This design comes from an exercise in tuning for small area and a short achievable clock period on the open sky130 flow, not from production work.
The RTL was checked by simulation tests, not by an equivalence proof against the original design.
Power is estimated from default activity; no workload was simulated.

### design/flow/constraint.sdc
create_clock -name core_clock -period 6.0 [get_ports {clk}]
set_input_delay 1.2000 -clock core_clock [delete_from_list [all_inputs] [get_ports {clk}]]
set_output_delay 1.2000 -clock core_clock [all_outputs]
set_load 0.01 [all_outputs]
### design/flow/design.v
package mipsIsaPkg;
    typedef enum logic [5:0] {
        SPECIAL = 6'h00,
        J       = 6'h02,
        JAL     = 6'h03,
        BEQ     = 6'h04,
        BNE     = 6'h05,
        ADDI    = 6'h08,
        ADDIU   = 6'h09,
        ANDI    = 6'h0c,
        ORI     = 6'h0d,
        XORI    = 6'h0e,
        LW      = 6'h23,
        SW      = 6'h2b
    } opcode_e;
    typedef enum logic [5:0] {
        SLL  = 6'h00,
        SRL  = 6'h02,
        SRA  = 6'h03,
        SLLV = 6'h04,
        SRLV = 6'h06,
        SRAV = 6'h07,
        JR   = 6'h08,
        ADD  = 6'h20,
        ADDU = 6'h21,
        SUB  = 6'h22,
        SUBU = 6'h23,
        AND  = 6'h24,
        OR   = 6'h25,
        XOR  = 6'h26,
        NOR  = 6'h27,
        SLT  = 6'h2a
    } funct_e;
endpackage
package idCtrlPkg;
    typedef enum logic [4:0] {
        NOP,
        ADD,
        ADDU,
        SUB,
        SUBU,
        AND,
        OR,
        XOR,
        NOR,
        SLT,
        SLL,
        SRL,
        SRA,
        LOAD,
        STORE,
        LINK     
    } aluOp_e;
    typedef enum logic [1:0] {
        REG,
        SIGN_IMM,
        ZERO_IMM,
        SHAMT
    } opBSrc_e;
    typedef enum logic [2:0] {
        NONE,
        EQ,
        NE,
        JUMP,
        JUMP_REG
    } branchKind_e;
endpackage
module instrDecoder (
    input  logic [32-1:0]        instr_i,
    output logic                    rsUsed_o,
    output logic                    rtUsed_o,
    output idCtrlPkg::aluOp_e       aluOp_o,
    output logic                    aSelRs_o,    
    output logic                    aSelRt_o,    
    output logic                    bSelRs_o,    
    output logic                    bSelRt_o,    
    output logic [32-1:0]        immB_o,      
    output logic                    isLink_o,
    output logic                    isStore_o,
    output logic                    wbEn_o,
    output logic [5-1:0]  wbAddr_o,
    output logic                    isBeq_o,
    output logic                    isBne_o,
    output logic                    isJump_o,    
    output logic                    isJr_o
);
    logic [5:0] opcode, funct;
    logic [4:0] rs, rt, rd;
    logic       special, shiftGrp, shiftImm, rType, signImm, zeroImm;
    assign opcode = instr_i[31:26];
    assign funct  = instr_i[5:0];
    assign rs     = instr_i[25:21];
    assign rt     = instr_i[20:16];
    assign rd     = instr_i[15:11];
    assign special  = (opcode == 6'h00);
    assign shiftGrp = special && (funct[5:3] == 3'b000) && (funct[1:0] != 2'b01);
    assign shiftImm = shiftGrp && !funct[2];
    assign rType    = special && ((funct[5:3] == 3'b100) || (funct == 6'h2a));
    assign isJr_o   = special && (funct == 6'h08);
    assign signImm  = (opcode == 6'h08) || (opcode == 6'h09) || (opcode == 6'h23) || (opcode == 6'h2b);
    assign zeroImm  = (opcode == 6'h0c) || (opcode == 6'h0d) || (opcode == 6'h0e);
    assign isStore_o = (opcode == 6'h2b);
    assign isBeq_o  = (opcode == 6'h04);
    assign isBne_o  = (opcode == 6'h05);
    assign isJump_o = (opcode[5:1] == 5'b00001);
    assign isLink_o = (opcode == 6'h03);
    assign rsUsed_o = rType || (shiftGrp && funct[2]) || isJr_o || signImm || zeroImm
                      || isBeq_o || isBne_o;
    assign rtUsed_o = rType || shiftGrp || isStore_o || isBeq_o || isBne_o;
    assign aSelRs_o = rType || isJr_o || signImm || zeroImm || isBeq_o || isBne_o;
    assign aSelRt_o = shiftGrp;
    assign bSelRs_o = shiftGrp && funct[2];
    assign bSelRt_o = rType || isBeq_o || isBne_o;
    always_comb begin
        if (shiftImm)
            immB_o = {27'b0, instr_i[10:6]};
        else if (signImm)
            immB_o = {{16{instr_i[15]}}, instr_i[15:0]};
        else if (zeroImm)
            immB_o = {16'b0, instr_i[15:0]};
        else
            immB_o = '0;
    end
    assign wbEn_o = rType || shiftGrp || (signImm && !isStore_o) || zeroImm || isLink_o;
    always_comb begin
        if (rType || shiftGrp)
            wbAddr_o = rd;
        else if (isLink_o)
            wbAddr_o = 5'(31);
        else if (wbEn_o)
            wbAddr_o = rt;
        else
            wbAddr_o = '0;
    end
    always_comb begin
        aluOp_o = idCtrlPkg::NOP;
        if (special) begin
            case (funct)
                6'h20: aluOp_o = idCtrlPkg::ADD;
                6'h21: aluOp_o = idCtrlPkg::ADDU;
                6'h22: aluOp_o = idCtrlPkg::SUB;
                6'h23: aluOp_o = idCtrlPkg::SUBU;
                6'h24: aluOp_o = idCtrlPkg::AND;
                6'h25: aluOp_o = idCtrlPkg::OR;
                6'h26: aluOp_o = idCtrlPkg::XOR;
                6'h27: aluOp_o = idCtrlPkg::NOR;
                6'h2a: aluOp_o = idCtrlPkg::SLT;
                6'h00, 6'h04: aluOp_o = idCtrlPkg::SLL;
                6'h02, 6'h06: aluOp_o = idCtrlPkg::SRL;
                6'h03, 6'h07: aluOp_o = idCtrlPkg::SRA;
                default: aluOp_o = idCtrlPkg::NOP;
            endcase
        end else begin
            case (opcode)
                6'h08: aluOp_o = idCtrlPkg::ADD;
                6'h09: aluOp_o = idCtrlPkg::ADDU;
                6'h0c: aluOp_o = idCtrlPkg::AND;
                6'h0d: aluOp_o = idCtrlPkg::OR;
                6'h0e: aluOp_o = idCtrlPkg::XOR;
                6'h23: aluOp_o = idCtrlPkg::LOAD;
                6'h2b: aluOp_o = idCtrlPkg::STORE;
                6'h03: aluOp_o = idCtrlPkg::LINK;
                default: aluOp_o = idCtrlPkg::NOP;
            endcase
        end
    end
endmodule
module regFile (
    input  logic                          clk,
    input  logic                          reset,
    input  logic                          wrEn_i,
    input  logic [5-1:0]        wrAddr_i,
    input  logic [32-1:0]              wrData_i,
    output logic [32-1:1][32-1:0] rows_o
);
    logic [32-1:0] wrMasked;
    assign wrMasked = reset ? '0 : wrData_i;
    for (genvar i = 1; i < 32; i++) begin : g_row
        logic             rowEn;
        logic [32-1:0] row;
        assign rowEn = reset || (wrEn_i && (wrAddr_i == i));
        always_ff @(posedge clk) begin
            if (rowEn)
                row <= wrMasked;
        end
        assign rows_o[i] = row;
    end
endmodule
module operandForward (
    input  logic [5-1:0]          srcAddr_i,
    input  logic                            srcUsed_i,    
    input  logic [32-1:1][32-1:0] rows_i,
    input  logic                            exWriteBack_i,
    input  logic                            exIsLoad_i,
    input  logic [5-1:0]          exAddr_i,
    input  logic [32-1:0]                exData_i,
    input  logic                            memWrite_i,
    input  logic [5-1:0]          memAddr_i,
    input  logic [32-1:0]                memData_i,
    input  logic                            wbEn_i,
    input  logic [5-1:0]          wbAddr_i,
    input  logic [32-1:0]                wbData_i,
    output logic [32-1:0]                value_o,
    output logic                            loadHazard_o
);
    logic nonZero, exHit, memHit, wbHit, selEx, selMem, selWb, selRf;
    logic [32-1:1] dec;
    assign nonZero = (srcAddr_i != '0);
    assign exHit   = exWriteBack_i && !exIsLoad_i && (exAddr_i == srcAddr_i);
    assign memHit  = memWrite_i && (memAddr_i == srcAddr_i);
    assign wbHit   = wbEn_i && (wbAddr_i == srcAddr_i);
    assign loadHazard_o = srcUsed_i && nonZero && exIsLoad_i && (exAddr_i == srcAddr_i);
    assign selEx  = nonZero && exHit;
    assign selMem = nonZero && !exHit && memHit;
    assign selWb  = nonZero && !exHit && !memHit && wbHit;
    assign selRf  = !exHit && !memHit && !wbHit;
    for (genvar i = 1; i < 32; i++) begin : g_dec
        assign dec[i] = (srcAddr_i == i);
    end
    for (genvar b = 0; b < 32; b++) begin : g_bit
        logic [32-1:1] bitRows;
        for (genvar i = 1; i < 32; i++) begin : g_row
            assign bitRows[i] = rows_i[i][b];
        end
        readBit #(.N(32-1)) rd (
            .dec_i(dec), .row_i(bitRows),
            .fwdSel_i({selWb, selMem, selEx}), .fwdData_i({wbData_i[b], memData_i[b], exData_i[b]}),
            .selRf_i(selRf), .y_o(value_o[b])
        );
    end
endmodule
module readBit #(
    parameter int N = 3
) (
    input  logic [N-1:0] dec_i,
    input  logic [N-1:0] row_i,
    input  logic [2:0]   fwdSel_i,
    input  logic [2:0]   fwdData_i,
    input  logic         selRf_i,
    output logic         y_o
);
    localparam int G    = (N + 2) / 3;
    localparam int LAST = N - 3 * (G - 1);
    logic [G-1:0] groupN;
    logic         fwdN;
    for (genvar g = 0; g < G - 1; g++) begin : g_grp
        aoiN #(.M(3)) grp (.sel_i(dec_i[3*g +: 3]), .data_i(row_i[3*g +: 3]), .yN_o(groupN[g]));
    end
    aoiN #(.M(LAST)) grpLast (
        .sel_i(dec_i[N-1 -: LAST]), .data_i(row_i[N-1 -: LAST]), .yN_o(groupN[G-1])
    );
    aoiN #(.M(3)) grpFwd (.sel_i(fwdSel_i), .data_i(fwdData_i), .yN_o(fwdN));
    mergeOut #(.G(G)) merge (.groupN_i(groupN), .selRf_i(selRf_i), .fwdN_i(fwdN), .y_o(y_o));
endmodule
module mergeOut #(
    parameter int G = 2
) (
    input  logic [G-1:0] groupN_i,
    input  logic         selRf_i,
    input  logic         fwdN_i,
    output logic         y_o
);
    assign y_o = !fwdN_i || (selRf_i && !(&groupN_i));
endmodule
module aoiN #(
    parameter int M = 3
) (
    input  logic [M-1:0] sel_i,
    input  logic [M-1:0] data_i,
    output logic         yN_o
);
    assign yN_o = !(|(sel_i & data_i));
endmodule
module branchUnit (
    input  logic [32-1:0]  pc_i,
    input  logic [15:0]       imm_i,
    input  logic [25:0]       jumpIndex_i,
    input  logic              isBeq_i,
    input  logic              isBne_i,
    input  logic              isJump_i,
    input  logic              isJr_i,
    input  logic [32-1:0]  rsValue_i,
    input  logic [32-1:0]  rtValue_i,
    output logic              taken_o,
    output logic [32-1:0]  target_o,
    output logic [32-1:0]  pcPlus4_o
);
    logic [32-1:2] relHi;
    logic             equal;
    logic [32-1:2] pcHiPlus1;
    bkInc #(.W(32-2)) incr (.a_i(pc_i[32-1:2]), .sum_o(pcHiPlus1));
    bkAdd #(.W(32-2)) rel (
        .a_i(pc_i[32-1:2]), .b_i({{(32-18){imm_i[15]}}, imm_i}), .cin_i(1'b1),
        .sum_o(relHi)
    );
    assign pcPlus4_o = {pcHiPlus1, pc_i[1:0]};
    assign equal = (rsValue_i == rtValue_i);
    assign taken_o = (isBeq_i && equal) || (isBne_i && !equal) || isJump_i || isJr_i;
    always_comb begin
        if (isJr_i)
            target_o = rsValue_i;
        else if (isJump_i)
            target_o = {pcPlus4_o[32-1:32-4], jumpIndex_i, 2'b00};
        else
            target_o = {relHi, pc_i[1:0]};
    end
endmodule
module bkAdd #(
    parameter int W = 8
) (
    input  logic [W-1:0] a_i,
    input  logic [W-1:0] b_i,
    input  logic         cin_i,
    output logic [W-1:0] sum_o
);
    logic [W-1:0] p, g, gg, pp;
    logic [W:0]   c;
    assign p = a_i ^ b_i;
    assign g = a_i & b_i;
    always_comb begin
        gg = g;
        pp = p;
        gg[0] = g[0] | (p[0] & cin_i);
        for (int d = 1; d < W; d = d * 2) begin
            for (int i = 2 * d - 1; i < W; i = i + 2 * d) begin
                gg[i] = gg[i] | (pp[i] & gg[i-d]);
                pp[i] = pp[i] & pp[i-d];
            end
        end
        for (int d = 1 << 15; d >= 1; d = d / 2) begin   
            for (int i = 3 * d - 1; i < W; i = i + 2 * d) begin
                gg[i] = gg[i] | (pp[i] & gg[i-d]);
                pp[i] = pp[i] & pp[i-d];
            end
        end
    end
    assign c     = {gg, cin_i};
    assign sum_o = p ^ c[W-1:0];
endmodule
module bkInc #(
    parameter int W = 8
) (
    input  logic [W-1:0] a_i,
    output logic [W-1:0] sum_o
);
    logic [W-1:0] pp;    
    always_comb begin
        pp = a_i;
        for (int d = 1; d < W; d = d * 2) begin
            for (int i = 2 * d - 1; i < W; i = i + 2 * d)
                pp[i] = pp[i] & pp[i-d];
        end
        for (int d = 1 << 15; d >= 1; d = d / 2) begin   
            for (int i = 3 * d - 1; i < W; i = i + 2 * d)
                pp[i] = pp[i] & pp[i-d];
        end
    end
    assign sum_o = a_i ^ {pp[W-2:0], 1'b1};
endmodule
module idStage (
    input  logic                    clk,
    input  logic                    reset,
    input  logic                    instrValid_i,
    input  logic [32-1:0]        pc_i,
    input  logic [32-1:0]        instr_i,
    input  logic                    wbEn_i,
    input  logic [5-1:0]  wbAddr_i,
    input  logic [32-1:0]        wbData_i,
    input  logic                    exWriteBack_i,
    input  logic                    exIsLoad_i,
    input  logic [5-1:0]  exAddr_i,
    input  logic [32-1:0]        exData_i,
    input  logic                    memWrite_i,
    input  logic [5-1:0]  memAddr_i,
    input  logic [32-1:0]        memData_i,
    output logic                    outValid_o,
    output logic                    stall_o,
    output idCtrlPkg::aluOp_e       aluOp_o,
    output logic [32-1:0]        operandA_o,
    output logic [32-1:0]        operandB_o,
    output logic [32-1:0]        storeData_o,
    output logic                    wbEnOut_o,
    output logic [5-1:0]  wbAddrOut_o,
    output logic                    branchEn_o,
    output logic [32-1:0]        branchTarget_o
);
    logic [5-1:0] rsAddr, rtAddr, decWbAddr;
    logic                   rsUsed, rtUsed, isLink, isStore, decWbEn;
    logic                   aSelRs, aSelRt, bSelRs, bSelRt;
    logic                   isBeq, isBne, isJump, isJr;
    idCtrlPkg::aluOp_e      aluOp;
    logic [32-1:0]       immB;
    logic [32-1:1][32-1:0] rows;
    logic [32-1:0]       valA, valB;
    logic                   hazA, hazB, hazard;
    logic                   taken;
    logic [32-1:0]       target, pcPlus4;
    instrDecoder decoder (
        .instr_i(instr_i), .rsUsed_o(rsUsed), .rtUsed_o(rtUsed), .aluOp_o(aluOp),
        .aSelRs_o(aSelRs), .aSelRt_o(aSelRt), .bSelRs_o(bSelRs), .bSelRt_o(bSelRt),
        .immB_o(immB), .isLink_o(isLink), .isStore_o(isStore),
        .wbEn_o(decWbEn), .wbAddr_o(decWbAddr),
        .isBeq_o(isBeq), .isBne_o(isBne), .isJump_o(isJump), .isJr_o(isJr)
    );
    regFile regs (
        .clk(clk), .reset(reset), .wrEn_i(wbEn_i), .wrAddr_i(wbAddr_i),
        .wrData_i(wbData_i), .rows_o(rows)
    );
    operandForward fwdA (
        .srcAddr_i(rsAddr), .srcUsed_i(rsUsed), .rows_i(rows),
        .exWriteBack_i(exWriteBack_i), .exIsLoad_i(exIsLoad_i), .exAddr_i(exAddr_i),
        .exData_i(exData_i), .memWrite_i(memWrite_i), .memAddr_i(memAddr_i),
        .memData_i(memData_i), .wbEn_i(wbEn_i), .wbAddr_i(wbAddr_i),
        .wbData_i(wbData_i), .value_o(valA), .loadHazard_o(hazA)
    );
    operandForward fwdB (
        .srcAddr_i(rtAddr), .srcUsed_i(rtUsed), .rows_i(rows),
        .exWriteBack_i(exWriteBack_i), .exIsLoad_i(exIsLoad_i), .exAddr_i(exAddr_i),
        .exData_i(exData_i), .memWrite_i(memWrite_i), .memAddr_i(memAddr_i),
        .memData_i(memData_i), .wbEn_i(wbEn_i), .wbAddr_i(wbAddr_i),
        .wbData_i(wbData_i), .value_o(valB), .loadHazard_o(hazB)
    );
    branchUnit branch (
        .pc_i(pc_i), .imm_i(instr_i[15:0]), .jumpIndex_i(instr_i[25:0]),
        .isBeq_i(isBeq), .isBne_i(isBne), .isJump_i(isJump), .isJr_i(isJr),
        .rsValue_i(valA), .rtValue_i(valB),
        .taken_o(taken), .target_o(target), .pcPlus4_o(pcPlus4)
    );
    assign rsAddr = instr_i[25:21];
    assign rtAddr = instr_i[20:16];
    assign hazard = hazA | hazB;
    always_ff @(posedge clk) begin
        if (reset) begin
            outValid_o <= 1'b0;
            stall_o    <= 1'b0;
        end else begin
            outValid_o <= instrValid_i && !hazard;
            stall_o    <= instrValid_i && hazard;
        end
    end
    always_ff @(posedge clk) begin
        aluOp_o        <= aluOp;
        operandA_o     <= ({32{aSelRs}} & valA) | ({32{aSelRt}} & valB)
                          | ({32{isLink}} & pcPlus4);
        operandB_o     <= ({32{bSelRs}} & valA) | ({32{bSelRt}} & valB) | immB;
        storeData_o    <= {32{isStore}} & valB;
        wbEnOut_o      <= decWbEn;
        wbAddrOut_o    <= decWbAddr;
        branchEn_o     <= taken;
        branchTarget_o <= target;
    end
endmodule
### design/flow/run.sh
#!/bin/bash
# synth_recipe.tcl (not shown) runs the flow's synth.tcl, then flattens the netlist and writes it again
# the make line also repeats each setting of config.mk as NAME=value (left out here)
make -C /OpenROAD-flow-scripts/flow DESIGN_CONFIG=/design/flow/config.mk WORK_HOME=/design/flow/orfs CLKGATE_MAP_FILE= SYNTH_SCRIPT=/design/flow/synth_recipe.tcl finish
### design/flow/config.mk
export PLATFORM = sky130hd
export DESIGN_NAME = idStage
export DESIGN_NICKNAME = idStage
export VERILOG_FILES = /design/flow/design.v
export SDC_FILE = /design/flow/constraint.sdc
export NUM_CORES = 4
export LEC_CHECK = 0
export CAP_MARGIN = 20
export CORE_MARGIN = 2
export CORE_UTILIZATION = 60
export SETUP_SLACK_MARGIN = 2.0
export SLEW_MARGIN = 20
export SYNTH_HIERARCHICAL = 1
==> results of run 1 <==
[Yosys stat by module (local to each module, per instance), excerpt]
module | copies in the design | area (um^2) | flops+latches
instrDecoder | 1 | 895 | 0
operandForward | 2 | 457 | 0
regFile | 1 | 30400 | 992
branchUnit | 1 | 1030 | 0
idStage | 1 | 3930 | 142
[layer usage]
metal	track usage, %	up-vias	routed length (um)
li1	-	15800	-
met1	59.2	19600	63600
met5	0.174	-	103
met4	33.6	14	17900
met2	70.7	4962	86700
met3	24.3	1176	41200
[cells by family after synthesis]
family	synth area share (%)
flip-flops	67.6
AND/OR/NAND/NOR	7.11
AO/OA/AOI/OAI	19.2
multiplexers	0.622
adder cells (fa/ha/maj)	1.86
other	0.0156
XOR/XNOR	1.58
buffers and inverters	2.01
[repair_timing]
action                                  CTS  global route
pin swaps                               116            40
endpoints found under the setup margin   95            12
gates cloned                              4             0
setup buffers                            57            13
resized for setup                       214            37
[metrics by stage]
| step | instance area (um^2) | setup slack, ns | utilization [%] | TNS, ns | hold slack [ns] |
|---|---|---|---|---|---|
| 6_report | 60300 | 1.61 | 75.3 | 0 | 0.847 |
| 5_1_grt | 60300 | 1.65 | 75.3 | 0 | 0.836 |
| 4_1_cts | 59900 | 1.90 | 74.8 | 0 | 0.817 |
| 3_5_place_dp | 55200 | -0.138 | 68.9 | -0.138 | 0.858 |
| 3_3_place_gp | 55100 | -0.0405 | 68.9 | -0.0405 | 0.827 |
| 2_1_floorplan | 48300 | 1.59 | - | 0 | 0.772 |
[placed cells by master (no fill, tap or decap), types with 46 or more instances in the layout]
master,synthesis,layout
a222oi_1,736,736
buf_4,20,272
clkbuf_16,0,113
clkdlybuf4s50_1,0,295
dfxtp_1,142,142
edfxtp_1,992,992
ha_1,46,46
inv_1,138,136
nand2_1,125,119
nand4_1,208,208
[registers in the layout, summed over array words and instances, names as in the netlist]
name,cells
regs.g_row.row,992
wbEnOut_o,1
operandA_o,32
branchEn_o,1
outValid_o,1
wbAddrOut_o,5
branchTarget_o,32
stall_o,1
operandB_o,32
aluOp_o,5
storeData_o,32
[power groups by stage]
stage               clock network [uW]  logic (uW)  registers [uW]
floorplan                            0         941            9740
global placement                     0        2250            9750
detailed placement                   0        2280            9800
CTS                               6860        2440            9640
global route                      7150        2660            9720
finish                            6900        2660            9680
[final timing paths]
path                                           end  slack (ns)
worst min-delay path            branchTarget_o[26]        0.85
worst max register to register          branchEn_o        2.68
worst min register to register      operandA_o[21]        0.88
worst max-delay path                    branchEn_o        1.61
[cell type report]
type	count	area, um^2	share of cell area, %
tap	1060	1330	2.20
sequential	1134	32600	54.1
timing repair buffer	651	6240	10.4
clock buffer	142	2990	4.97
multi-input combinational	1770	15900	26.4
antenna	2	5.00	0.00830
inverter	141	529	0.878
clock inverter	68	624	1.04
[cell usage after synthesis (46+ instances only)]
cell,number,area [um^2]
a222oi_1,736,7370
xnor2_1,47,412
o21ai_0,54,270
o32a_1,64,641
and2_1,46,288
dfxtp_1,142,2840
nand2_1,125,469
ha_1,46,576
nand4_1,208,1300
nor2_1,102,383
edfxtp_1,992,29800
inv_1,138,518
[worst min-delay path, delay by kind of cell]
family | cells | cell delay (ns)
mux | 1 | 0.06
compound gates | 1 | 0.18
buf+inv | 1 | 0.08
==> impl_metrics.env, run 1 <==
export IMPL_yosys_warnings=12
export IMPL_r2r_start="regs.g_row[1].row[16]"
export IMPL_antenna_found_initial=9
export IMPL_hold_buffers=0
export IMPL_finClkSkew_ns=0.0497
export IMPL_io_pins=324
export IMPL_drv_cap=0
export IMPL_cts_buffer_depth=3
export IMPL_slowest_stage="a222oi_1"
export IMPL_min_period_ns=4.39
export IMPL_crit_chain="buf_8 > buf_6 > xor2_2 > nor4_2 > and3_4 > nor4_4 > buf_6 > buf_12 > a222oi_1 > nand4_1 > o32a_1 > xnor2_4 > nand4_1 > nor4_4 > buf_6 > a2111oi_4 > a31oi_1"
export IMPL_critPathMaxFanout=8
export IMPL_grt_max_degree=50
export IMPL_vias=41500
export IMPL_dieArea_um2=82700
export IMPL_power_internal_uw=14100
export IMPL_p_leak_uw=0.0213
export IMPL_vdd_drop_max_uv=300
export IMPL_ys_seq_area_share_pct=67.6
export IMPL_drc=0
export IMPL_fp_coreArea_um2=80000
export IMPL_routedWlPerCell_um=42.2
export IMPL_place_hpwl_um=136000
export IMPL_cts_tree="built"
export IMPL_dr_pass1_iters=17
export IMPL_power_switching_uw=5140
export IMPL_h_tree_depth=3
export IMPL_numCtsBuffers=112
export IMPL_cts_sinks=1134
export IMPL_vias_per_cell=8.35
export IMPL_fin_crit_sh_pct=73.2
export IMPL_critical_path_max_stage_delay_ns=0.46
export IMPL_synth_flop_cell="edfxtp_1"
export IMPL_power_frac_comb_pct=13.8
export IMPL_rsz0062_at_grt="true"
export IMPL_grt_pass1_wl_um=287000
export IMPL_powerDensity_nw_per_um2=319
export IMPL_cp_num_cells=17
export IMPL_rows=104
export IMPL_dr_first_iter_drc_count=13700
export IMPL_r2r_cells=9
export IMPL_layout_drive_gt1_share_pct=18.5
export IMPL_fin_total_pwr_uw=19200
export IMPL_fin_nets=4054
export IMPL_power_frac_seq_pct=50.3
export IMPL_crit_type="input port to flip-flop"
export IMPL_relSlewSlack_pct=20.8
export IMPL_cp_start_kind="input port"
export IMPL_dp_cells=4679
export IMPL_wirelength_um=210000
export IMPL_cp_num_buf_inv=5
export IMPL_max_freq_mhz=228
export IMPL_synth_edf_count=992
export IMPL_gr_total_overflow=0
export IMPL_setup_viol=0
export IMPL_hold_start="instr_i[24]"
export IMPL_netlist_instances=3123
export IMPL_clockPowerShare_pct=35.9
export IMPL_detail_route_antenna_nets=0
export IMPL_hold_depth=3
export IMPL_die_h_um=288
export IMPL_clkLatencyLatePin_ns=0.73
export IMPL_path_clk_slew_ns=0.06
export IMPL_arrival_ns=5.01
export IMPL_final_max_slew_viol_count=0
export IMPL_fillerInstances=4935
export IMPL_initial_core_util_pct=60.3
export IMPL_gp_congestion=1.09
export IMPL_hold_viol=0
export IMPL_syn_num_nets=3367
export IMPL_area_delta_synth_final_pct=24.9
export IMPL_crit_path_start="instr_i[22]"
export IMPL_p_sw_share_pct=26.7
export IMPL_async_flop_share_pct=0
export IMPL_grt_use_total_pct=49.6
export IMPL_outcome="no timing/DRC/antenna violations"
export IMPL_fin_cells=4968
export IMPL_required_ns=6.62
export IMPL_io_buffers=323
export IMPL_crit_family="simple AND/OR/NAND/NOR gates"
export IMPL_synth_cell_types=79
export IMPL_ys_seq_elements=1134
export IMPL_hold_class="input port to flip-flop"
export IMPL_grt_pass1_vias=39900
export IMPL_syn_area_um2=48300
export IMPL_worstMarginPinSlew_ns=1.19
export IMPL_crit_top_cell="buf_6"
export IMPL_avgSynthCellArea_um2=15.5
export IMPL_cts_root_buf="clkbuf_16"
export IMPL_endpoint_kind="flip-flop"
export IMPL_die_w_um=288
==> run 2: changes to the inputs <==
--- a/design/flow/design.v
+++ b/design/flow/design.v
@@ -187,80 +187,104 @@
     end
 endmodule
 module operandForward (
-    input  logic [5-1:0]          srcAddr_i,
-    input  logic                            srcUsed_i,    
-    input  logic [32-1:1][32-1:0] rows_i,
-    input  logic                            exWriteBack_i,
-    input  logic                            exIsLoad_i,
-    input  logic [5-1:0]          exAddr_i,
-    input  logic [32-1:0]                exData_i,
-    input  logic                            memWrite_i,
-    input  logic [5-1:0]          memAddr_i,
-    input  logic [32-1:0]                memData_i,
-    input  logic                            wbEn_i,
-    input  logic [5-1:0]          wbAddr_i,
-    input  logic [32-1:0]                wbData_i,
-    output logic [32-1:0]                value_o,
-    output logic                            loadHazard_o
+    input  logic [5-1:0]  srcAddr_i,
+    input  logic                    srcUsed_i,    
+    input  logic                    exWriteBack_i,
+    input  logic                    exIsLoad_i,
+    input  logic [5-1:0]  exAddr_i,
+    input  logic                    memWrite_i,
+    input  logic [5-1:0]  memAddr_i,
+    input  logic                    wbEn_i,
+    input  logic [5-1:0]  wbAddr_i,
+    output logic [32-1:1]    dec_o,
+    output logic [2:0]              fwdSel_o,     
+    output logic                    selRf_o,
+    output logic                    loadHazard_o
 );
-    logic nonZero, exHit, memHit, wbHit, selEx, selMem, selWb, selRf;
-    logic [32-1:1] dec;
+    logic nonZero, exHit, memHit, wbHit;
     assign nonZero = (srcAddr_i != '0);
     assign exHit   = exWriteBack_i && !exIsLoad_i && (exAddr_i == srcAddr_i);
     assign memHit  = memWrite_i && (memAddr_i == srcAddr_i);
     assign wbHit   = wbEn_i && (wbAddr_i == srcAddr_i);
     assign loadHazard_o = srcUsed_i && nonZero && exIsLoad_i && (exAddr_i == srcAddr_i);
-    assign selEx  = nonZero && exHit;
-    assign selMem = nonZero && !exHit && memHit;
-    assign selWb  = nonZero && !exHit && !memHit && wbHit;
-    assign selRf  = !exHit && !memHit && !wbHit;
+    assign fwdSel_o[0] = nonZero && exHit;
+    assign fwdSel_o[1] = nonZero && !exHit && memHit;
+    assign fwdSel_o[2] = nonZero && !exHit && !memHit && wbHit;
+    assign selRf_o     = !exHit && !memHit && !wbHit;
     for (genvar i = 1; i < 32; i++) begin : g_dec
-        assign dec[i] = (srcAddr_i == i);
+        assign dec_o[i] = (srcAddr_i == i);
     end
+endmodule
+module readPorts (
+    input  logic [32-1:1][32-1:0] rows_i,
+    input  logic [32-1:1]            decA_i,
+    input  logic [2:0]                      fwdSelA_i,
+    input  logic                            selRfA_i,
+    input  logic [32-1:1]            decB_i,
+    input  logic [2:0]                      fwdSelB_i,
+    input  logic                            selRfB_i,
+    input  logic [32-1:0]                exData_i,
+    input  logic [32-1:0]                memData_i,
+    input  logic [32-1:0]                wbData_i,
+    output logic [32-1:0]                valA_o,
+    output logic [32-1:0]                valB_o,
+    output logic [32-1:0]                diff_o
+);
+    localparam int N    = 32 - 1;
+    localparam int G    = (N + 2) / 3;
+    localparam int LAST = N - 3 * (G - 1);
     for (genvar b = 0; b < 32; b++) begin : g_bit
-        logic [32-1:1] bitRows;
-        for (genvar i = 1; i < 32; i++) begin : g_row
-            assign bitRows[i] = rows_i[i][b];
+        logic [N-1:0] bitRows;
+        logic [2:0]   fwdData;
+        logic [G-1:0] groupNA, groupNB;
+        logic         fwdNA, fwdNB;
+        for (genvar i = 1; i <= N; i++) begin : g_row
+            assign bitRows[i-1] = rows_i[i][b];
         end
-        readBit #(.N(32-1)) rd (
-            .dec_i(dec), .row_i(bitRows),
-            .fwdSel_i({selWb, selMem, selEx}), .fwdData_i({wbData_i[b], memData_i[b], exData_i[b]}),
-            .selRf_i(selRf), .y_o(value_o[b])
+        assign fwdData = {wbData_i[b], memData_i[b], exData_i[b]};
+        readGroups #(.N(N)) grpA (.dec_i(decA_i), .row_i(bitRows), .groupN_o(groupNA));
+        readGroups #(.N(N)) grpB (.dec_i(decB_i), .row_i(bitRows), .groupN_o(groupNB));
+        aoiN #(.M(3)) fwdA (.sel_i(fwdSelA_i), .data_i(fwdData), .yN_o(fwdNA));
+        aoiN #(.M(3)) fwdB (.sel_i(fwdSelB_i), .data_i(fwdData), .yN_o(fwdNB));
+        mergePair #(.G(G)) merge (
+            .groupNA_i(groupNA), .selRfA_i(selRfA_i), .fwdNA_i(fwdNA),
+            .groupNB_i(groupNB), .selRfB_i(selRfB_i), .fwdNB_i(fwdNB),
+            .a_o(valA_o[b]), .b_o(valB_o[b]), .diff_o(diff_o[b])
         );
     end
 endmodule
-module readBit #(
+module readGroups #(
     parameter int N = 3
 ) (
-    input  logic [N-1:0] dec_i,
-    input  logic [N-1:0] row_i,
-    input  logic [2:0]   fwdSel_i,
-    input  logic [2:0]   fwdData_i,
-    input  logic         selRf_i,
-    output logic         y_o
+    input  logic [N-1:0]       dec_i,
+    input  logic [N-1:0]       row_i,
+    output logic [(N+2)/3-1:0] groupN_o
 );
     localparam int G    = (N + 2) / 3;
     localparam int LAST = N - 3 * (G - 1);
-    logic [G-1:0] groupN;
-    logic         fwdN;
     for (genvar g = 0; g < G - 1; g++) begin : g_grp
-        aoiN #(.M(3)) grp (.sel_i(dec_i[3*g +: 3]), .data_i(row_i[3*g +: 3]), .yN_o(groupN[g]));
+        aoiN #(.M(3)) grp (.sel_i(dec_i[3*g +: 3]), .data_i(row_i[3*g +: 3]), .yN_o(groupN_o[g]));
     end
     aoiN #(.M(LAST)) grpLast (
-        .sel_i(dec_i[N-1 -: LAST]), .data_i(row_i[N-1 -: LAST]), .yN_o(groupN[G-1])
+        .sel_i(dec_i[N-1 -: LAST]), .data_i(row_i[N-1 -: LAST]), .yN_o(groupN_o[G-1])
     );
-    aoiN #(.M(3)) grpFwd (.sel_i(fwdSel_i), .data_i(fwdData_i), .yN_o(fwdN));
-    mergeOut #(.G(G)) merge (.groupN_i(groupN), .selRf_i(selRf_i), .fwdN_i(fwdN), .y_o(y_o));
 endmodule
-module mergeOut #(
+module mergePair #(
     parameter int G = 2
 ) (
-    input  logic [G-1:0] groupN_i,
-    input  logic         selRf_i,
-    input  logic         fwdN_i,
-    output logic         y_o
+    input  logic [G-1:0] groupNA_i,
+    input  logic         selRfA_i,
+    input  logic         fwdNA_i,
+    input  logic [G-1:0] groupNB_i,
+    input  logic         selRfB_i,
+    input  logic         fwdNB_i,
+    output logic         a_o,
+    output logic         b_o,
+    output logic         diff_o
 );
-    assign y_o = !fwdN_i || (selRf_i && !(&groupN_i));
+    assign a_o    = !fwdNA_i || (selRfA_i && !(&groupNA_i));
+    assign b_o    = !fwdNB_i || (selRfB_i && !(&groupNB_i));
+    assign diff_o = a_o ^ b_o;
 endmodule
 module aoiN #(
     parameter int M = 3
@@ -280,7 +304,7 @@
     input  logic              isJump_i,
     input  logic              isJr_i,
     input  logic [32-1:0]  rsValue_i,
-    input  logic [32-1:0]  rtValue_i,
+    input  logic [32-1:0]  diff_i,       
     output logic              taken_o,
     output logic [32-1:0]  target_o,
     output logic [32-1:0]  pcPlus4_o
@@ -294,7 +318,7 @@
         .sum_o(relHi)
     );
     assign pcPlus4_o = {pcHiPlus1, pc_i[1:0]};
-    assign equal = (rsValue_i == rtValue_i);
+    assign equal = !(|diff_i);
     assign taken_o = (isBeq_i && equal) || (isBne_i && !equal) || isJump_i || isJr_i;
     always_comb begin
         if (isJr_i)
@@ -406,24 +430,33 @@
         .clk(clk), .reset(reset), .wrEn_i(wbEn_i), .wrAddr_i(wbAddr_i),
         .wrData_i(wbData_i), .rows_o(rows)
     );
+    logic [32-1:1] decA, decB;
+    logic [2:0]           fwdSelA, fwdSelB;
+    logic                 selRfA, selRfB;
+    logic [32-1:0]     diff;
     operandForward fwdA (
-        .srcAddr_i(rsAddr), .srcUsed_i(rsUsed), .rows_i(rows),
+        .srcAddr_i(rsAddr), .srcUsed_i(rsUsed),
         .exWriteBack_i(exWriteBack_i), .exIsLoad_i(exIsLoad_i), .exAddr_i(exAddr_i),
-        .exData_i(exData_i), .memWrite_i(memWrite_i), .memAddr_i(memAddr_i),
-        .memData_i(memData_i), .wbEn_i(wbEn_i), .wbAddr_i(wbAddr_i),
-        .wbData_i(wbData_i), .value_o(valA), .loadHazard_o(hazA)
+        .memWrite_i(memWrite_i), .memAddr_i(memAddr_i), .wbEn_i(wbEn_i), .wbAddr_i(wbAddr_i),
+        .dec_o(decA), .fwdSel_o(fwdSelA), .selRf_o(selRfA), .loadHazard_o(hazA)
     );
     operandForward fwdB (
-        .srcAddr_i(rtAddr), .srcUsed_i(rtUsed), .rows_i(rows),
+        .srcAddr_i(rtAddr), .srcUsed_i(rtUsed),
         .exWriteBack_i(exWriteBack_i), .exIsLoad_i(exIsLoad_i), .exAddr_i(exAddr_i),
-        .exData_i(exData_i), .memWrite_i(memWrite_i), .memAddr_i(memAddr_i),
-        .memData_i(memData_i), .wbEn_i(wbEn_i), .wbAddr_i(wbAddr_i),
-        .wbData_i(wbData_i), .value_o(valB), .loadHazard_o(hazB)
+        .memWrite_i(memWrite_i), .memAddr_i(memAddr_i), .wbEn_i(wbEn_i), .wbAddr_i(wbAddr_i),
+        .dec_o(decB), .fwdSel_o(fwdSelB), .selRf_o(selRfB), .loadHazard_o(hazB)
+    );
+    readPorts read (
+        .rows_i(rows),
+        .decA_i(decA), .fwdSelA_i(fwdSelA), .selRfA_i(selRfA),
+        .decB_i(decB), .fwdSelB_i(fwdSelB), .selRfB_i(selRfB),
+        .exData_i(exData_i), .memData_i(memData_i), .wbData_i(wbData_i),
+        .valA_o(valA), .valB_o(valB), .diff_o(diff)
     );
     branchUnit branch (
         .pc_i(pc_i), .imm_i(instr_i[15:0]), .jumpIndex_i(instr_i[25:0]),
         .isBeq_i(isBeq), .isBne_i(isBne), .isJump_i(isJump), .isJr_i(isJr),
-        .rsValue_i(valA), .rtValue_i(valB),
+        .rsValue_i(valA), .diff_i(diff),
         .taken_o(taken), .target_o(target), .pcPlus4_o(pcPlus4)
     );
     assign rsAddr = instr_i[25:21];
--- a/design/flow/config.mk
+++ b/design/flow/config.mk
@@ -7,7 +7,9 @@
 export LEC_CHECK = 0
 export CAP_MARGIN = 20
 export CORE_MARGIN = 2
-export CORE_UTILIZATION = 60
+export CORE_UTILIZATION = 55
+export CTS_CLUSTER_DIAMETER = 60
+export CTS_CLUSTER_SIZE = 30
 export SETUP_SLACK_MARGIN = 2.0
 export SLEW_MARGIN = 20
 export SYNTH_HIERARCHICAL = 1
==> impl_metrics.env, run 2 <==
export IMPL_power_frac_seq_pct=52.6
export IMPL_drc=0
export IMPL_syn_num_nets=3368
export IMPL_grt_use_total_pct=46.6
export IMPL_layout_drive_gt1_share_pct=19.2
export IMPL_initial_core_util_pct=55.6
export IMPL_avgSynthCellArea_um2=15.5
export IMPL_max_freq_mhz=224
export IMPL_vias=41700
export IMPL_dp_cells=4837
export IMPL_io_buffers=323
export IMPL_dr_pass1_iters=17
export IMPL_cts_sinks=1134
export IMPL_slowest_stage="nand4_1"
export IMPL_critical_path_max_stage_delay_ns=0.55
export IMPL_gp_congestion=1.04
export IMPL_place_hpwl_um=143000
export IMPL_clockPowerShare_pct=33.3
export IMPL_dieArea_um2=90200
export IMPL_grt_pass1_wl_um=295000
export IMPL_die_w_um=300
export IMPL_power_frac_comb_pct=14.1
export IMPL_final_common_cell="edfxtp_1"
export IMPL_crit_type="input port to flip-flop"
export IMPL_powerDensity_nw_per_um2=305
export IMPL_synth_flop_cell="edfxtp_1"
export IMPL_antenna_found_initial=4
export IMPL_synth_top_area_cell="edfxtp_1"
export IMPL_finClkSkew_ns=0.0426
export IMPL_cp_num_cells=17
export IMPL_cts_tree="built"
export IMPL_routedWlPerCell_um=42.7
export IMPL_hold_depth=4
export IMPL_dr_first_iter_drc_count=13500
export IMPL_grt_max_degree=43
export IMPL_async_flop_share_pct=0
export IMPL_top_register="regs.g_row.row"
export IMPL_critPathMaxFanout=15
export IMPL_vdd_drop_max_uv=379
export IMPL_place_ws_ns=-0.156
export IMPL_rsz0062_at_grt="true"
export IMPL_fp_coreArea_um2=86900
export IMPL_min_period_ns=4.46
export IMPL_ys_seq_area_share_pct=67.6
export IMPL_hold_buffers=0
export IMPL_p_leak_uw=0.0213
export IMPL_outcome="no timing/DRC/antenna violations"
export IMPL_detail_route_antenna_nets=0
export IMPL_relSlewSlack_pct=13.6
export IMPL_p_sw_share_pct=29.0
export IMPL_final_util_pct=69.3
export IMPL_area_delta_synth_final_pct=24.7
export IMPL_gr_total_overflow=0
export IMPL_final_cell_mix="edfxtp_1, a222oi_1, buf_4, clkdlybuf4s50_1, nand4_1"
export IMPL_cp_num_buf_inv=7
export IMPL_grt_pass1_vias=39000
export IMPL_endpoint_kind="flip-flop"
export IMPL_arrival_ns=5.08
export IMPL_syn_area_um2=48300
export IMPL_clkLatencyLatePin_ns=0.71
export IMPL_setup_tns_ns=0
export IMPL_ys_seq_elements=1134
export IMPL_path_clk_slew_ns=0.08
export IMPL_netlist_instances=3124
export IMPL_final_max_slew_viol_count=0
export IMPL_worst_slack_ns=1.54
export IMPL_cts_buffer_depth=3
export IMPL_crit_family="simple AND/OR/NAND/NOR gates"
export IMPL_hold_viol=0
export IMPL_synth_edf_count=992
export IMPL_drv_cap=0
export IMPL_crit_chain="buf_2 > buf_6 > or2_4 > buf_6 > buf_4 > nor2_2 > buf_4 > a222oi_1 > nand4_1 > o32a_1 > xor2_1 > nor4_2 > nand4_1 > buf_4 > buf_4 > nor3_2 > nand3b_1"
export IMPL_fin_crit_sh_pct=74.4
export IMPL_rows=108
export IMPL_r2r_cells=10
export IMPL_hold_class="input port to flip-flop"
export IMPL_fin_nets=4093
export IMPL_required_ns=6.61
export IMPL_die_h_um=300
export IMPL_worstMarginPinSlew_ns=1.30
export IMPL_synth_cell_types=78
export IMPL_vias_per_cell=8.22
export IMPL_fin_cells=5073
export IMPL_wirelength_um=217000
export IMPL_io_pins=324
export IMPL_crit_top_cell="buf_4"
export IMPL_synth_top_area_share_pct=61.7
export IMPL_power_switching_uw=5310
export IMPL_h_tree_depth=3
export IMPL_synthTopCellsByArea="edfxtp_1, a222oi_1, dfxtp_1, nand4_1, o32a_1"
export IMPL_cp_start_kind="input port"
export IMPL_hold_slack_ns=0.911
export IMPL_power_internal_uw=13000
export IMPL_cts_root_buf="clkbuf_16"
export IMPL_fillerInstances=5972
export IMPL_synth_most_common_cell="edfxtp_1"
export IMPL_numCtsBuffers=79
export IMPL_yosys_warnings=12
export IMPL_ys_top_cells_by_count="edfxtp_1, a222oi_1, nand4_1"
export IMPL_largest_register_ffs=992
export IMPL_setup_viol=0
-- run 2: area by class of cell --
type                       instances  area (um^2)  area share [%]
inverter                         142          533           0.885
antenna                            4         10.0          0.0166
sequential                      1134        32600            54.2
clock buffer                      82         1990            3.30
timing repair buffer             721         6930            11.5
multi-input combinational       1771        15700            26.1
tap                             1155         1450            2.40
clock inverter                    64          945            1.57
-- run 2: stage by stage --
| step | total power, uW | area (um^2) |
|---|---|---|
| 4_1_cts | 18100 | 59900 |
| 5_1_grt | 18600 | 60200 |
| 3_3_place_gp | 12000 | 55800 |
| 2_1_floorplan | 10700 | 48300 |
| 6_report | 18300 | 60200 |
| 3_5_place_dp | 12100 | 55800 |
-- run 2: routing by layer --
layer	up-vias	global-route usage, %	wire (um)
met2	4685	66.5	89600
li1	15800	-	-
met5	-	1.32	214
met1	20200	58.9	69200
met4	10	28.3	17200
met3	1055	19.6	40500
-- run 2: worst min-delay path: stages --
cell,delay [ns]
dlymetal6s2s_1,0.16
inv_1,0.07
a222oi_1,0.08
inv_1,0.05
-- run 2: power by group through the flow --
| stage | Sequential [uW] | Combinational, uW | Clock, uW |
|---|---|---|---|
| after floorplan | 9740 | 918 | 0 |
| after global placement | 9740 | 2260 | 0 |
| after detailed placement | 9790 | 2290 | 0 |
| after CTS | 9610 | 2380 | 6080 |
| after global routing | 9690 | 2590 | 6360 |
| final | 9640 | 2590 | 6110 |
-- run 2: final timing paths --
path / from / endpoint / slack [ns]
hold / removal: pc_i[2] / operandA_o[2] / 0.91
hold reg to reg: regs.g_row[31].row[31] / storeData_o[31] / 0.98
setup / recovery: instr_i[18] / branchEn_o / 1.54
setup reg to reg: regs.g_row[10].row[11] / branchEn_o / 2.62
-- run 2: logic make-up after synthesis --
kind of cell             Yosys count  share of synthesized area (%)
AO/OA/AOI/OAI                    966                           19.2
adder cells (fa/ha/maj)           62                           1.86
buffers and inverters            220                           2.06
flip-flops                      1134                           67.6
other                              2                         0.0156
XOR/XNOR                          87                           1.58
multiplexers                      30                          0.622
AND/OR/NAND/NOR                  623                           7.11
-- run 2: modules after synthesis, one instance, submodules excluded, excerpt --
module	cells inside	times used
branchUnit	121	1
idStage	292	1
instrDecoder	136	1
operandForward	83	2
regFile	1086	1
-- run 2: what timing repair did --
action / 4_1_cts / 5_1_grt
setup endpoints to repair: 101 / 13
resized for setup: 187 / 37
gates cloned: 2 / 0
pin swaps: 75 / 39
buffers inserted: 68 / 15
==> run 3: changes to the inputs <==
==> design/flow/flow/run.sh (new file) <==
#!/bin/bash
# The standard layout (the standard.sh: standard synthesis, floorplan,
# placement, CTS, routing) with two changes:
#  - ports are buffered with buf_2 instead of the default delay-cell buffer;
#  - CTS inserts no dummy loads.
# Every tool's output goes to the ORFS logs under orfs/logs; make's own
# output goes to flow_make.log here.
set -euo pipefail
bash standard.sh \
  "BUFFER_PORTS_ARGS=-buffer_cell sky130_fd_sc_hd__buf_2" \
  "CTS_ARGS=-sink_clustering_enable -repair_clock_nets -dont_use_dummy_load" \
  finish > flow_make.log 2>&1
==> design/flow/standard.sh (new file) <==
#!/bin/bash
# synth_recipe.tcl (not shown) runs the flow's synth.tcl, then flattens the netlist and writes it again
# the make line also repeats each setting of config.mk as NAME=value (left out here)
make -C /OpenROAD-flow-scripts/flow DESIGN_CONFIG=/design/flow/config.mk WORK_HOME=/design/flow/orfs CLKGATE_MAP_FILE= SYNTH_SCRIPT=/design/flow/synth_recipe.tcl "${@:-finish}"
removed: design/flow/run.sh
==> impl_metrics.env, run 3 <==
export IMPL_outcome="no timing/DRC/antenna violations"
export IMPL_initial_core_util_pct=55.6
export IMPL_endpoint_kind="flip-flop"
export IMPL_gp_congestion=0.988
export IMPL_cts_root_buf="clkbuf_16"
export IMPL_dr_pass1_iters=15
export IMPL_final_cell_mix="edfxtp_1, a222oi_1, buf_2, buf_4, nand4_1"
export IMPL_arrival_ns=4.83
export IMPL_path_clk_slew_ns=0.05
export IMPL_async_flop_share_pct=0
export IMPL_synth_top_area_cell="edfxtp_1"
export IMPL_cts_buffer_depth=3
export IMPL_rsz0062_at_grt="true"
export IMPL_relSlewSlack_pct=13.7
export IMPL_synth_cell_types=78
export IMPL_syn_area_um2=48300
export IMPL_wirelength_um=206000
export IMPL_setup_tns_ns=0
export IMPL_avgSynthCellArea_um2=15.5
export IMPL_hold_start="pc_i[1]"
export IMPL_vias_per_cell=8.20
export IMPL_synth_edf_count=992
export IMPL_final_max_slew_viol_count=0
export IMPL_fin_nets=4021
export IMPL_ys_seq_elements=1134
export IMPL_place_hpwl_um=137000
export IMPL_top_register="regs.g_row.row"
export IMPL_min_period_ns=4.25
export IMPL_io_buffers=323
export IMPL_drv_cap=0
export IMPL_grt_pass1_vias=37600
export IMPL_vdd_drop_max_uv=358
export IMPL_cts_sinks=1134
export IMPL_synth_flop_cell="edfxtp_1"
export IMPL_hold_slack_ns=0.817
export IMPL_synthTopCellsByArea="edfxtp_1, a222oi_1, dfxtp_1, nand4_1, o32a_1"
export IMPL_die_w_um=300
export IMPL_detail_route_antenna_nets=0
export IMPL_die_h_um=300
export IMPL_synth_top_area_share_pct=61.7
export IMPL_worstMarginPinSlew_ns=1.29
export IMPL_io_pins=324
export IMPL_p_leak_uw=0.0208
export IMPL_max_freq_mhz=235
export IMPL_fin_crit_sh_pct=70.9
export IMPL_fp_coreArea_um2=86900
export IMPL_area_delta_synth_final_pct=18.8
export IMPL_drc=0
export IMPL_largest_register_ffs=992
export IMPL_hold_depth=3
export IMPL_setup_viol=0
export IMPL_critPathMaxFanout=20
export IMPL_final_common_cell="edfxtp_1"
export IMPL_h_tree_depth=3
export IMPL_cp_start_kind="input port"
export IMPL_gr_total_overflow=0
export IMPL_powerDensity_nw_per_um2=311
export IMPL_clkLatencyLatePin_ns=0.72
export IMPL_dr_first_iter_drc_count=11900
export IMPL_grt_use_total_pct=43.6
export IMPL_vias=40500
export IMPL_finClkSkew_ns=0.0673
export IMPL_routedWlPerCell_um=41.7
export IMPL_layout_drive_gt1_share_pct=24.6
export IMPL_hold_viol=0
export IMPL_syn_num_nets=3368
export IMPL_r2r_start="regs.g_row[22].row[15]"
export IMPL_ys_top_cells_by_count="edfxtp_1, a222oi_1, nand4_1"
export IMPL_cts_tree="built"
export IMPL_crit_type="input port to flip-flop"
export IMPL_required_ns=6.58
export IMPL_grt_pass1_wl_um=277000
export IMPL_hold_buffers=0
export IMPL_yosys_warnings=12
export IMPL_r2r_cells=8
export IMPL_antenna_found_initial=13
export IMPL_netlist_instances=3124
export IMPL_hold_class="input port to flip-flop"
export IMPL_numCtsBuffers=112
export IMPL_ys_seq_area_share_pct=67.6
export IMPL_synth_most_common_cell="edfxtp_1"
export IMPL_dieArea_um2=90200
export IMPL_crit_path_start="instr_i[19]"
export IMPL_grt_max_degree=44
export IMPL_rows=108
## run 3: per-module statistics from Yosys, one instance, submodules excluded, a selection
module	area, um^2	flops+latches
regFile	30400	992
branchUnit	759	0
idStage	3930	142
operandForward	457	0
instrDecoder	895	0
## run 3: worst paths after layout
kind                                   endpoint  slack, ns
worst max-delay path                 branchEn_o       1.75
worst min-delay path              operandA_o[1]       0.82
worst max register to register       branchEn_o       2.70
worst min register to register  storeData_o[10]       0.88
## run 3: routing by layer
| metal | GRT usage (%) | vias up | routed length (um) |
|---|---|---|---|
| li1 | - | 15600 | - |
| met1 | 56.6 | 19800 | 67600 |
| met2 | 64.1 | 4335 | 87900 |
| met3 | 19.0 | 799 | 39000 |
| met4 | 18.2 | 12 | 11200 |
| met5 | 0 | - | 161 |
## run 3: power by group
group	switching, uW	leakage, uW	total [uW]	internal, uW
clock network	2730	0.00138	5980	3240
registers	344	0.0108	9670	9330
logic	1510	0.00870	2200	691
total	4590	0.0208	17800	13300
## run 3: logic make-up after synthesis
kind of cell / count (synthesis) / share of synthesized area (%)
AO/OA/AOI/OAI: 966 / 19.2
XOR/XNOR: 87 / 1.58
adder cells (fa/ha/maj): 62 / 1.86
buffers and inverters: 220 / 2.06
flip-flops: 1134 / 67.6
multiplexers: 30 / 0.622
other: 2 / 0.0156
AND/OR/NAND/NOR: 623 / 7.11
## run 3: critical path: stages
cell,delay [ns]
buf_8,0.15
nor2_1,0.08
nand2_2,0.21
nor2_4,0.15
buf_4,0.29
a222oi_1,0.63
nand4_1,0.49
o32a_1,0.51
xor2_1,0.18
nor4_2,0.37
nand4_1,0.24
o21ai_2,0.19
nand3b_1,0.09
## run 3: repair_timing
item,CTS,global route
gates resized for setup,28,129
buffers inserted,14,75
gates cloned,0,5
endpoints found under the setup margin,20,9
pin swaps,33,147
## run 3: area by class of cell
cell class	count	area, um^2
Fill cell	6224	29500
Timing Repair Buffer	616	4300
Antenna cell	7	17.5
Sequential cell	1134	32600
Inverter	142	536
Clock buffer	112	2800
Tap cell	1155	1450
Multi-Input combinational cell	1771	15600
## run 3: through the flow
stage               utilization (%)  cell area (um^2)  power [uW]  worst slack (ns)  cells
finish                         66.0             57300       17800              1.75   4937
floorplan                         -             48300       10700              1.59   3124
CTS                            64.5             56100       17500              1.79   4848
detailed placement             61.1             53000       11700             0.389   4722
global route                   66.0             57300       18200              1.75   4931
global placement               61.0             53000       11600             0.412   4720
==> run 4: changes to the inputs <==
--- a/design/flow/design.v
+++ b/design/flow/design.v
@@ -230,25 +230,22 @@
     output logic [32-1:0]                valB_o,
     output logic [32-1:0]                diff_o
 );
-    localparam int N    = 32 - 1;
-    localparam int G    = (N + 2) / 3;
-    localparam int LAST = N - 3 * (G - 1);
+    localparam int N = 32 - 1;
+    localparam int G = (N + 2) / 3;
     for (genvar b = 0; b < 32; b++) begin : g_bit
         logic [N-1:0] bitRows;
         logic [2:0]   fwdData;
         logic [G-1:0] groupNA, groupNB;
-        logic         fwdNA, fwdNB;
         for (genvar i = 1; i <= N; i++) begin : g_row
             assign bitRows[i-1] = rows_i[i][b];
         end
         assign fwdData = {wbData_i[b], memData_i[b], exData_i[b]};
         readGroups #(.N(N)) grpA (.dec_i(decA_i), .row_i(bitRows), .groupN_o(groupNA));
         readGroups #(.N(N)) grpB (.dec_i(decB_i), .row_i(bitRows), .groupN_o(groupNB));
-        aoiN #(.M(3)) fwdA (.sel_i(fwdSelA_i), .data_i(fwdData), .yN_o(fwdNA));
-        aoiN #(.M(3)) fwdB (.sel_i(fwdSelB_i), .data_i(fwdData), .yN_o(fwdNB));
         mergePair #(.G(G)) merge (
-            .groupNA_i(groupNA), .selRfA_i(selRfA_i), .fwdNA_i(fwdNA),
-            .groupNB_i(groupNB), .selRfB_i(selRfB_i), .fwdNB_i(fwdNB),
+            .groupNA_i(groupNA), .selRfA_i(selRfA_i), .fwdSelA_i(fwdSelA_i),
+            .groupNB_i(groupNB), .selRfB_i(selRfB_i), .fwdSelB_i(fwdSelB_i),
+            .fwdData_i(fwdData),
             .a_o(valA_o[b]), .b_o(valB_o[b]), .diff_o(diff_o[b])
         );
     end
@@ -274,16 +271,17 @@
 ) (
     input  logic [G-1:0] groupNA_i,
     input  logic         selRfA_i,
-    input  logic         fwdNA_i,
+    input  logic [2:0]   fwdSelA_i,
     input  logic [G-1:0] groupNB_i,
     input  logic         selRfB_i,
-    input  logic         fwdNB_i,
+    input  logic [2:0]   fwdSelB_i,
+    input  logic [2:0]   fwdData_i,
     output logic         a_o,
     output logic         b_o,
     output logic         diff_o
 );
-    assign a_o    = !fwdNA_i || (selRfA_i && !(&groupNA_i));
-    assign b_o    = !fwdNB_i || (selRfB_i && !(&groupNB_i));
+    assign a_o    = (|(fwdSelA_i & fwdData_i)) || (selRfA_i && !(&groupNA_i));
+    assign b_o    = (|(fwdSelB_i & fwdData_i)) || (selRfB_i && !(&groupNB_i));
     assign diff_o = a_o ^ b_o;
 endmodule
 module aoiN #(
==> design/flow/flow/run.sh (replaced) <==
#!/bin/bash
# The standard layout (the standard.sh: standard synthesis, floorplan,
# placement, CTS, routing) with two changes:
#  - ports are buffered with buf_2 instead of the default delay-cell buffer;
#  - CTS clusters up to 30 sinks and inserts no dummy loads.
# Every tool's output goes to the ORFS logs under orfs/logs; make's own
# output goes to flow_make.log here.
set -euo pipefail
bash standard.sh \
  "BUFFER_PORTS_ARGS=-buffer_cell sky130_fd_sc_hd__buf_2" \
  "CTS_ARGS=-sink_clustering_enable -repair_clock_nets -dont_use_dummy_load -sink_clustering_size 30 -sink_clustering_max_diameter 60" \
  finish > flow_make.log 2>&1
==> impl_metrics.env, run 4 <==
export IMPL_crit_type="input port to flip-flop"
export IMPL_gr_total_overflow=0
export IMPL_synth_flop_cell="edfxtp_1"
export IMPL_vdd_drop_max_uv=309
export IMPL_top_register="regs.g_row.row"
export IMPL_layout_drive_gt1_share_pct=26.7
export IMPL_clkLatencyLatePin_ns=0.69
export IMPL_gp_congestion=1.09
export IMPL_h_tree_depth=3
export IMPL_fillerInstances=6162
export IMPL_grt_pass1_vias=37100
export IMPL_synth_cell_types=77
export IMPL_hold_class="input port to flip-flop"
export IMPL_io_buffers=323
export IMPL_min_period_ns=4.26
export IMPL_arrival_ns=4.81
export IMPL_syn_area_um2=48000
export IMPL_finClkSkew_ns=0.0885
export IMPL_final_max_slew_viol_count=0
export IMPL_cp_start_kind="input port"
export IMPL_required_ns=6.55
export IMPL_grt_use_total_pct=45.0
export IMPL_path_clk_slew_ns=0.08
export IMPL_detail_route_antenna_nets=0
export IMPL_netlist_instances=3124
export IMPL_fin_cells=4949
export IMPL_ys_top_cells_by_count="edfxtp_1, a222oi_1, nand2_1"
export IMPL_largest_register_ffs=992
export IMPL_final_cell_mix="edfxtp_1, a222oi_1, buf_2, buf_4, nand2_1"
export IMPL_synth_edf_count=992
export IMPL_dieArea_um2=89700
export IMPL_synth_top_area_share_pct=62.0
export IMPL_fin_total_pwr_uw=16900
export IMPL_worst_slack_ns=1.74
export IMPL_initial_core_util_pct=55.5
export IMPL_dr_pass1_iters=20
export IMPL_worstMarginPinSlew_ns=1.25
export IMPL_cts_sinks=1134
export IMPL_die_w_um=300
export IMPL_area_delta_synth_final_pct=19.6
export IMPL_max_freq_mhz=235
export IMPL_yosys_warnings=12
export IMPL_ys_seq_elements=1134
export IMPL_relSlewSlack_pct=16.7
export IMPL_grt_pass1_wl_um=285000
export IMPL_async_flop_share_pct=0
export IMPL_io_pins=324
export IMPL_ys_seq_area_share_pct=67.9
export IMPL_routedWlPerCell_um=43.5
export IMPL_fp_coreArea_um2=86600
export IMPL_place_hpwl_um=142000
export IMPL_cts_root_buf="clkbuf_16"
export IMPL_critPathMaxFanout=9
export IMPL_outcome="no timing/DRC/antenna violations"
export IMPL_synth_top_area_cell="edfxtp_1"
export IMPL_final_area_um2=57400
export IMPL_cts_tree="built"
export IMPL_placed_cell_area_um2=52900
export IMPL_vias_per_cell=8.33
export IMPL_synth_most_common_cell="edfxtp_1"
export IMPL_fin_nets=4029
export IMPL_rsz0062_at_grt="true"
export IMPL_hold_viol=0
export IMPL_dp_cells=4718
export IMPL_setup_tns_ns=0
export IMPL_p_leak_uw=0.0205
export IMPL_drc=0
export IMPL_fin_crit_sh_pct=71.0
export IMPL_antenna_found_initial=19
export IMPL_numCtsBuffers=77
export IMPL_die_h_um=300
export IMPL_drv_cap=0
export IMPL_rows=108
export IMPL_setup_viol=0
export IMPL_syn_num_nets=3368
export IMPL_place_ws_ns=0.385
export IMPL_powerDensity_nw_per_um2=295
export IMPL_vias=41200
export IMPL_synthTopCellsByArea="edfxtp_1, a222oi_1, dfxtp_1, nand4_1, nand2_1"
export IMPL_endpoint_kind="flip-flop"
export IMPL_avgSynthCellArea_um2=15.4
export IMPL_dr_first_iter_drc_count=14000
export IMPL_final_common_cell="edfxtp_1"
export IMPL_grt_max_degree=38
export IMPL_wirelength_um=215000
export IMPL_hold_buffers=0
export IMPL_cts_buffer_depth=3
run 4: area by class of cell:
type / count / area, um^2 / share of cell area, %
multi-input cells: 1842 / 16200 / 28.1
inverters: 78 / 293 / 0.510
flip-flops and latches: 1134 / 32600 / 56.8
diodes: 11 / 27.5 / 0.0479
well taps: 1155 / 1450 / 2.52
clock buffers: 77 / 1930 / 3.35
repair buffers: 652 / 4950 / 8.62
run 4: per-module statistics from Yosys (local to each module, per instance), excerpt:
module | times used | cells | flops+latches | cell area [um^2]
regFile | 1 | 1086 | 992 | 30400
idStage | 1 | 292 | 142 | 3930
instrDecoder | 1 | 136 | 0 | 895
branchUnit | 1 | 121 | 0 | 759
operandForward | 2 | 83 | 0 | 457
run 4: power by group:
group	leakage, uW	switching (uW)	internal, uW	total, uW
Clock	0.000949	2520	2270	4790
Sequential	0.0108	369	9310	9680
Combinational	0.00878	1690	776	2470
run 4: per-layer routing:
| metal | wire length [um] | vias to the layer above | GRT usage [%] |
|---|---|---|---|
| met4 | 16200 | 20 | 20.9 |
| met3 | 38700 | 1007 | 15.5 |
| met5 | 166 | - | 0 |
| li1 | - | 15500 | - |
| met1 | 69900 | 19900 | 59.7 |
| met2 | 90400 | 4743 | 67.1 |
run 4: critical path: stages:
cell and delay (ns):
buf_8 0.14, or2_4 0.27, buf_4 0.16, buf_4 0.13, nor2_2 0.14, a222oi_1 0.48
nand4_1 0.30, o31ai_2 0.36, buf_4 0.22, nand2_1 0.11, xor2_1 0.19, nor4_2 0.32
buf_4 0.20, nand4_1 0.15, buf_4 0.19, nor3_2 0.10, nand3b_1 0.12
run 4: metrics by stage:
stage / hold WS, ns / utilization, %
floorplan: 0.748 / -
global placement: 0.974 / 60.9
detailed placement: 0.976 / 61.0
CTS: 0.797 / 64.4
global route: 0.832 / 66.3
finish: 0.813 / 66.3
run 4: kinds of logic (layout without fill, tap and decap cells):
group                      Yosys count  in the layout  share of synthesized area [%]
DFF                               1134           1134                           67.9
AOI/OAI and AO/OA                  966            966                           18.9
and+or+nand+nor                    687            695                           7.48
buffers and inverters              156            807                           1.57
xor gates and xnor gates            87             87                           1.59
adders and majority gates           62             62                           1.86
muxes                               30             30                          0.625
other                                2             13                         0.0156
run 4: timing repair:
item	4_1_cts	5_1_grt
buffers inserted	34	90
pin swaps	112	151
setup endpoints to repair	42	7
cloned	4	15
gates resized for setup	149	125
run 4: path summary, 6_finish.rpt:
check	from	endpoint	slack, ns	depth (start not counted)
worst min register to register	regs.g_row[31].row[13]	operandB_o[13]	0.98	5
worst min-delay path	pc_i[0]	branchTarget_o[0]	0.81	2
worst max-delay path	instr_i[20]	branchEn_o	1.74	17
worst max register to register	regs.g_row[4].row[2]	branchEn_o	2.60	12
==> run 5: changes to the inputs <==
==> design/flow/flow/run.sh (replaced) <==
#!/bin/bash
# The standard layout (the standard.sh: standard synthesis, floorplan,
# placement, CTS, routing) with three changes:
#  - ports are buffered with buf_2 instead of the default delay-cell buffer;
#  - CTS clusters up to 30 sinks and inserts no dummy loads;
#  - timing repair may resize a cell to any equivalent cell, not only to
#    one with the same footprint.
# Every tool's output goes to the ORFS logs under orfs/logs; make's own
# output goes to flow_make.log here.
set -euo pipefail
bash standard.sh \
  "BUFFER_PORTS_ARGS=-buffer_cell sky130_fd_sc_hd__buf_2" \
  "CTS_ARGS=-sink_clustering_enable -repair_clock_nets -dont_use_dummy_load -sink_clustering_size 30 -sink_clustering_max_diameter 60" \
  "MATCH_CELL_FOOTPRINT=0" \
  finish > flow_make.log 2>&1
==> impl_metrics.env, run 5 <==
export IMPL_synth_xor_area_share_pct=1.59
export IMPL_power_frac_seq_pct=57.1
export IMPL_fin_crit_sh_pct=71.8
export IMPL_grt_max_degree=38
export IMPL_fin_nets=4023
export IMPL_avgSynthCellArea_um2=15.4
export IMPL_synthTopCellsByArea="edfxtp_1, a222oi_1, dfxtp_1, nand4_1, nand2_1"
export IMPL_synth_edf_count=992
export IMPL_die_h_um=300
export IMPL_final_cell_mix="edfxtp_1, a222oi_1, buf_2, buf_4, nand2_1"
export IMPL_final_common_cell="edfxtp_1"
export IMPL_gr_total_overflow=0
export IMPL_drc=0
export IMPL_hold_buffers=0
export IMPL_min_to="branchTarget_o[0]"
export IMPL_fin_cells=4943
export IMPL_crit_type="input port to flip-flop"
export IMPL_initial_core_util_pct=55.5
export IMPL_power_internal_uw=12400
export IMPL_fillerInstances=6150
export IMPL_io_pins=324
export IMPL_largest_register_ffs=992
export IMPL_synth_top_area_share_pct=62.0
export IMPL_powerDensity_nw_per_um2=295
export IMPL_routedWlPerCell_um=43.4
export IMPL_met2_usage_pct=67.8
export IMPL_grt_use_total_pct=45.2
export IMPL_rows=108
export IMPL_grt_use_met1_pct=59.2
export IMPL_grt_pass1_wl_um=286000
export IMPL_finClkSkew_ns=0.0964
export IMPL_synthAdderAreaFrac_pct=1.86
export IMPL_synth_top_family_by_area="compound AO/OA/AOI/OAI gates"
export IMPL_io_buffers=323
export IMPL_synth_mux_area_share_pct=0.625
export IMPL_relSlewSlack_pct=20.8
export IMPL_cts_root_buf="clkbuf_16"
export IMPL_cts_sinks=1134
export IMPL_hold_depth=2
export IMPL_antenna_found_initial=21
export IMPL_ys_seq_elements=1134
export IMPL_hold_start="pc_i[0]"
export IMPL_p_leak_uw=0.0205
export IMPL_synth_cell_types=77
export IMPL_dieArea_um2=89700
export IMPL_synth_compound_area_share_pct=18.9
export IMPL_yosys_warnings=12
export IMPL_critPathMaxFanout=12
export IMPL_clockPowerShare_pct=28.3
export IMPL_outcome="no timing/DRC/antenna violations"
export IMPL_dp_cells=4718
export IMPL_slowest_stage="nand4_1"
export IMPL_ys_seq_area_share_pct=67.9
export IMPL_top_usage_layer="met2"
export IMPL_min_period_ns=4.31
export IMPL_gp_congestion=1.09
export IMPL_fin_total_pwr_uw=17000
export IMPL_r2r_cells=10
export IMPL_worstMarginPinSlew_ns=1.18
export IMPL_wirelength_um=215000
export IMPL_dr_first_iter_drc_count=13300
export IMPL_area_delta_synth_final_pct=19.6
export IMPL_regArea_um2=32600
export IMPL_max_freq_mhz=232
export IMPL_syn_area_um2=48000
export IMPL_async_flop_share_pct=0
export IMPL_power_frac_comb_pct=14.7
export IMPL_grt_pass1_vias=37200
export IMPL_drv_cap=0
export IMPL_p_sw_share_pct=27.1
export IMPL_crit_top_cell="nand4_1"
## run 5: critical path, delay by kind of cell
kind	cells	cell delay (ns)
compound gates	2	0.92
xor+xnor	1	0.22
buf+inv	4	0.64
simple gates	8	1.86
## run 5: what timing repair did
action                                  in CTS  in global routing
endpoints found under the setup margin      42                  9
pin swaps                                  127                130
endpoints found under the hold margin        0                  0
resized for setup                          164                140
gates cloned                                 5                 11
buffers inserted                            43                 77
## run 5: per-layer routing
layer	vias to the layer above	wire length [um]
met5	-	152
met4	16	15300
met3	937	38200
met2	4704	90800
met1	20000	70100
li1	15500	-
## run 5: worst max path at each step
| stage | from | end | slack (ns) | cells after the start |
|---|---|---|---|---|
| floorplan | wbAddr_i[0] | regs.g_row[20].row[0] | 1.59 | 3 |
| global placement | instr_i[20] | branchEn_o | 0.35 | 14 |
| detailed placement | instr_i[20] | branchEn_o | 0.38 | 14 |
| CTS | instr_i[25] | branchEn_o | 1.96 | 13 |
| global route | instr_i[19] | branchEn_o | 1.76 | 18 |
| finish | instr_i[16] | branchEn_o | 1.69 | 15 |
## run 5: kinds of logic after synthesis
logic type | count (synthesis)
flip-flops | 1134
AO/OA/AOI/OAI | 966
AND/OR/NAND/NOR | 687
buffers and inverters | 156
XOR/XNOR | 87
adder cells (fa/ha/maj) | 62
multiplexers | 30
other | 2
## run 5: final cells by class
class | count | area share (%)
Sequential cell | 1134 | 56.8
Multi-Input combinational cell | 1840 | 28.1
Timing Repair Buffer | 648 | 8.66
Clock buffer | 77 | 3.35
Tap cell | 1155 | 2.51
Inverter | 78 | 0.514
Antenna cell | 11 | 0.0479
## run 5: metrics by stage
step | setup WS [ns] | hold slack, ns | utilization, % | area (um^2)
finish | 1.69 | 0.822 | 66.4 | 57500
global route | 1.76 | 0.833 | 66.3 | 57500
CTS | 1.96 | 0.797 | 64.6 | 55900
detailed placement | 0.385 | 0.976 | 61.0 | 52900
global placement | 0.352 | 0.974 | 60.9 | 52800
floorplan | 1.59 | 0.748 | - | 48100
## run 5: per-module statistics from Yosys (local to each module, per instance), excerpt
| module | cells inside | area, um^2 | times used |
|---|---|---|---|
| regFile | 1086 | 30400 | 1 |
| idStage | 292 | 3930 | 1 |
| instrDecoder | 136 | 895 | 1 |
| branchUnit | 121 | 759 | 1 |
| operandForward | 83 | 457 | 2 |
## run 5: power groups by stage
stage                     Sequential, uW  Clock, uW  Combinational (uW)
after floorplan                     9740          0                 900
after global placement              9780          0                2020
after detailed placement            9820          0                2050
after CTS                           9650       4770                2200
after global routing                9720       5050                2490
final                               9680       4800                2490

Re-timed with assumed drivers on the ports (clkbuf_16 on the clock, buf_2 on other inputs), run 5 has 1.673 ns of setup slack against 1.690 ns with ideal ports, and 0.964 ns once port delays also move by the mid clock arrival of 0.709 ns.
